Source: an optimization exercise on an open RTL-to-GDS flow (aim: small area, a short achievable clock period and few clock cycles per item). Production flows keep margins and buffers that such runs may drop.
In this exercise RTL edits were held to simulation tests only and were not proved equivalent to the original.
No activity file was given, so power comes from the tool's default toggle rates.

== run 1 ==
// int_pipe_top
module int_pipe_top (
    input  logic                     clk,
    input  logic                     reset,
    input  logic                     in_valid,
    output logic                     in_ready,
    input  int_pipe_pkg::instr_t     instr,
    input  int_pipe_pkg::word_t      rs_data,
    input  int_pipe_pkg::word_t      rt_data,
    output logic                     out_valid,
    input  logic                     out_ready,
    output logic                     out_wen,
    output int_pipe_pkg::reg_addr_t  out_dest,
    output int_pipe_pkg::word_t      out_data,
    output logic                     out_reserved
);
clock: 7.0 ns
lec_check: 0
abc_area: 1
cap_margin: 20
core_margin: 2
core_utilization: 40
setup_slack_margin: 2.0
slew_margin: 20
standard.sh (not shown) runs the stock make flow with config.mk's settings and CLKGATE_MAP_FILE= SYNTH_SCRIPT=/design/flow/synth_recipe.tcl, a recipe that flattens the netlist after the stock synthesis.
==> flow/flow/run.sh <==
#!/bin/bash
# The standard layout with two changes:
#  - synthesis maps with the ABC script in flow/abc_area.script (ABC_AREA=1
#    picks it up from a copy of the ORFS scripts folder; nothing else differs)
#  - the port buffers are the smallest plain buffer (buf_1) instead of the
#    default delay buffer
set -e
rm -rf scripts
cp -r "$FLOW_HOME/scripts" scripts
cp flow/abc_area.script scripts/abc_area.script
export BUFFER_PORTS_ARGS="-buffer_cell sky130_fd_sc_hd__buf_1"
bash standard.sh SCRIPTS_DIR="$PWD/scripts" finish > standard.log 2>&1
==> flow/flow/abc_area.script <==
strash
dch
map -a
topo
stime -c
buffer -c
upsize -c
dnsize -c
Testbench counts of run 1, summed over its fixed seeds: cycles 16,008, items 16,000.
## Diff of input files: run 2 against run 1
==> flow/flow/abc_area.script <==
strash
dch
amap
topo
Results
Run 2 was carried through to the last stage, and its layout satisfied the timing, design-rule and antenna checks. Summary of run 2 over run 1: proportion of layout cells with a drive suffix above 1 has increased, detail-routed net length per standard cell rose by about 9%, met1 track demand over resource has decreased. Number of global-route vias before repair: run 2 vs run 1 up about 1.5%. Run 1 → run 2: post-synthesis cell type count decreased by 17% relative to the old numbers; number of combinational gates with multiple inputs decreased by about 20% relative to the old numbers.
Changes in run 3 relative to run 2:
Settings: a change of SETUP_SLACK_MARGIN from 2.0 to 3.5.
==> flow/flow/run.sh <==
#!/bin/bash
# The standard layout with two changes:
#  - the full and half adder cells are added to the don't-use list, so
#    synthesis leaves adders as plain gates for ABC to map
#  - the port buffers are the smallest plain buffer (buf_1) instead of the
#    default delay buffer
set -e
DU="$(cat flow/dont_use.txt)"
export BUFFER_PORTS_ARGS="-buffer_cell sky130_fd_sc_hd__buf_1"
bash standard.sh "DONT_USE_CELLS=$DU" finish > standard.log 2>&1
==> flow/flow/dont_use.txt (new file) <==
sky130_fd_sc_hd__probe_p_8 sky130_fd_sc_hd__probec_p_8 sky130_fd_sc_hd__lpflow_bleeder_1 sky130_fd_sc_hd__lpflow_clkbufkapwr_1 sky130_fd_sc_hd__lpflow_clkbufkapwr_16 sky130_fd_sc_hd__lpflow_clkbufkapwr_2 sky130_fd_sc_hd__lpflow_clkbufkapwr_4 sky130_fd_sc_hd__lpflow_clkbufkapwr_8 sky130_fd_sc_hd__lpflow_clkinvkapwr_1 sky130_fd_sc_hd__lpflow_clkinvkapwr_16 sky130_fd_sc_hd__lpflow_clkinvkapwr_2 sky130_fd_sc_hd__lpflow_clkinvkapwr_4 sky130_fd_sc_hd__lpflow_clkinvkapwr_8 sky130_fd_sc_hd__lpflow_decapkapwr_12 sky130_fd_sc_hd__lpflow_decapkapwr_3 sky130_fd_sc_hd__lpflow_decapkapwr_4 sky130_fd_sc_hd__lpflow_decapkapwr_6 sky130_fd_sc_hd__lpflow_decapkapwr_8 sky130_fd_sc_hd__lpflow_inputiso0n_1 sky130_fd_sc_hd__lpflow_inputiso0p_1 sky130_fd_sc_hd__lpflow_inputiso1n_1 sky130_fd_sc_hd__lpflow_inputiso1p_1 sky130_fd_sc_hd__lpflow_inputisolatch_1 sky130_fd_sc_hd__lpflow_isobufsrc_1 sky130_fd_sc_hd__lpflow_isobufsrc_16 sky130_fd_sc_hd__lpflow_isobufsrc_2 sky130_fd_sc_hd__lpflow_isobufsrc_4 sky130_fd_sc_hd__lpflow_isobufsrc_8 sky130_fd_sc_hd__lpflow_isobufsrckapwr_16 sky130_fd_sc_hd__lpflow_lsbuf_lh_hl_isowell_tap_1 sky130_fd_sc_hd__lpflow_lsbuf_lh_hl_isowell_tap_2 sky130_fd_sc_hd__lpflow_lsbuf_lh_hl_isowell_tap_4 sky130_fd_sc_hd__lpflow_lsbuf_lh_isowell_4 sky130_fd_sc_hd__lpflow_lsbuf_lh_isowell_tap_1 sky130_fd_sc_hd__lpflow_lsbuf_lh_isowell_tap_2 sky130_fd_sc_hd__lpflow_lsbuf_lh_isowell_tap_4  sky130_fd_sc_hd__fa_1 sky130_fd_sc_hd__fa_2 sky130_fd_sc_hd__fa_4 sky130_fd_sc_hd__ha_1 sky130_fd_sc_hd__ha_2 sky130_fd_sc_hd__ha_4
removed: flow/flow/abc_area.script
[summary]
- Width of the die (run 2 / run 3): 0.898
- Compared with run 2, run 3 shows a initial core utilization that is 0.24 points higher.
- The global-route wire length before repair in run 3 sits 35% above the value recorded for run 2.
- The lower cell row count of run 3 and run 2 is in run 2.
- Looking at worst setup timing slack at the placement stage across run 3 and run 2, the one that comes out lower is run 2.
- Of the two values seen for critical path startpoint, instr[30] was produced by run 3 and instr[5] by run 2.
### run 3 -> run 4
Settings: SETUP_SLACK_MARGIN changed from 3.5 to 2.75.
Results
- Core utilization: run 4 lower than run 3
- Run 4 ended with less critical path depth than run 3.
- | hold slack | run 4 vs run 3 | ≈ equal |
- Setup slack (lower): run 4
- From run 4 to run 3, die extent in x did not move at all.
- Run 4 against run 3: non-clock buffer area fraction after layout fell by 9.8 points, area taken by multi-input logic gates fell by 18%, filler cell count in the final layout rose by 22%, share of power burned in combinational logic fell by 8.5 points.
Relative to run 4, the following input files were edited for run 5:
Settings: SETUP_SLACK_MARGIN changed from 2.75 to 2.4.
==> flow/flow/run.sh <==
#!/bin/bash
# The standard layout, with the port buffers made from the smallest plain
# buffer (buf_1) instead of the default delay buffer
export BUFFER_PORTS_ARGS="-buffer_cell sky130_fd_sc_hd__buf_1"
bash standard.sh > standard.log 2>&1
removed: flow/flow/dont_use.txt
## What came out
- For run 4, the cell at the slowest stage of the critical path was sky130_fd_sc_hd__o31ai_2, unlike run 5, where it was sky130_fd_sc_hd__fa_2.
- From run 4 to run 5, final number of setup-violating endpoints did not move at all.
- Of run 4 and run 5, the lower arrival time at the worst endpoint belongs to run 4.
- Share of the clock period used by the worst path after layout, run 4 and run 5: lower on run 4
- Worst hold slack of run 4 is on par with run 5.
- Diff run 4 -> run 5: shortest period the worst path allows increased by 0.28 ns relative to the old numbers, part of the total power dissipated in the clock network decreased by 2.2 points relative to the old numbers, share of cell area taken by flip-flops and latches decreased by 0.73 points relative to the old numbers.
- The slew of the pin with the lowest slew margin number comes out lower for run 4 vs run 5.
- Run 5 vs. run 4: final cell count increased 9; post-synthesis share of cell area spent on full adders, half adders and majority gates higher.

[static timing again, ports no longer ideal]
The flow's constraints put no driver on any port. The routed layouts listed below were extracted and timed again, unchanged, in two steps.
Step 1 assumes that a clkbuf_16 drives the clock port and a buf_2 every other input.
Step 2 adds t to the input delays and takes it off the output delays; t is the mean of the earliest and latest rising clock arrival at the registers after step 1. Input paths then give back, and output paths get back, about the clock's delay inside the block.
Slacks: no drivers / after step 1 / after step 2; pairs: no drivers / after step 1.
run | t, ns | setup slack, ns | hold WS [ns] | worst setup path at the end | worst data-port slew with drivers (ns)
run 1 | 0.331 | 1.998 / 1.987 / 1.656 | 0.539 / 0.539 / 0.539 | input to register | 0.07
run 2 | 0.337 | 1.504 / 1.517 / 1.180 | 0.679 / 0.679 / 0.679 | input to register | 0.04
run 3 | 0.340 | 3.072 / 3.083 / 2.743 | 0.536 / 0.536 / 0.536 | input to register | 0.06
run 4 | 0.333 | 2.742 / 2.758 / 2.425 | 0.535 / 0.535 / 0.535 | input to register | 0.08
run 5 | 0.323 | 2.459 / 2.466 / 2.143 | 0.536 / 0.536 / 0.536 | input to register | 0.06
After both steps setup and hold are still met in every run listed. The setup slack of run 1, which loses most, moves by -0.011 ns with the drivers and by -0.342 ns with both steps.
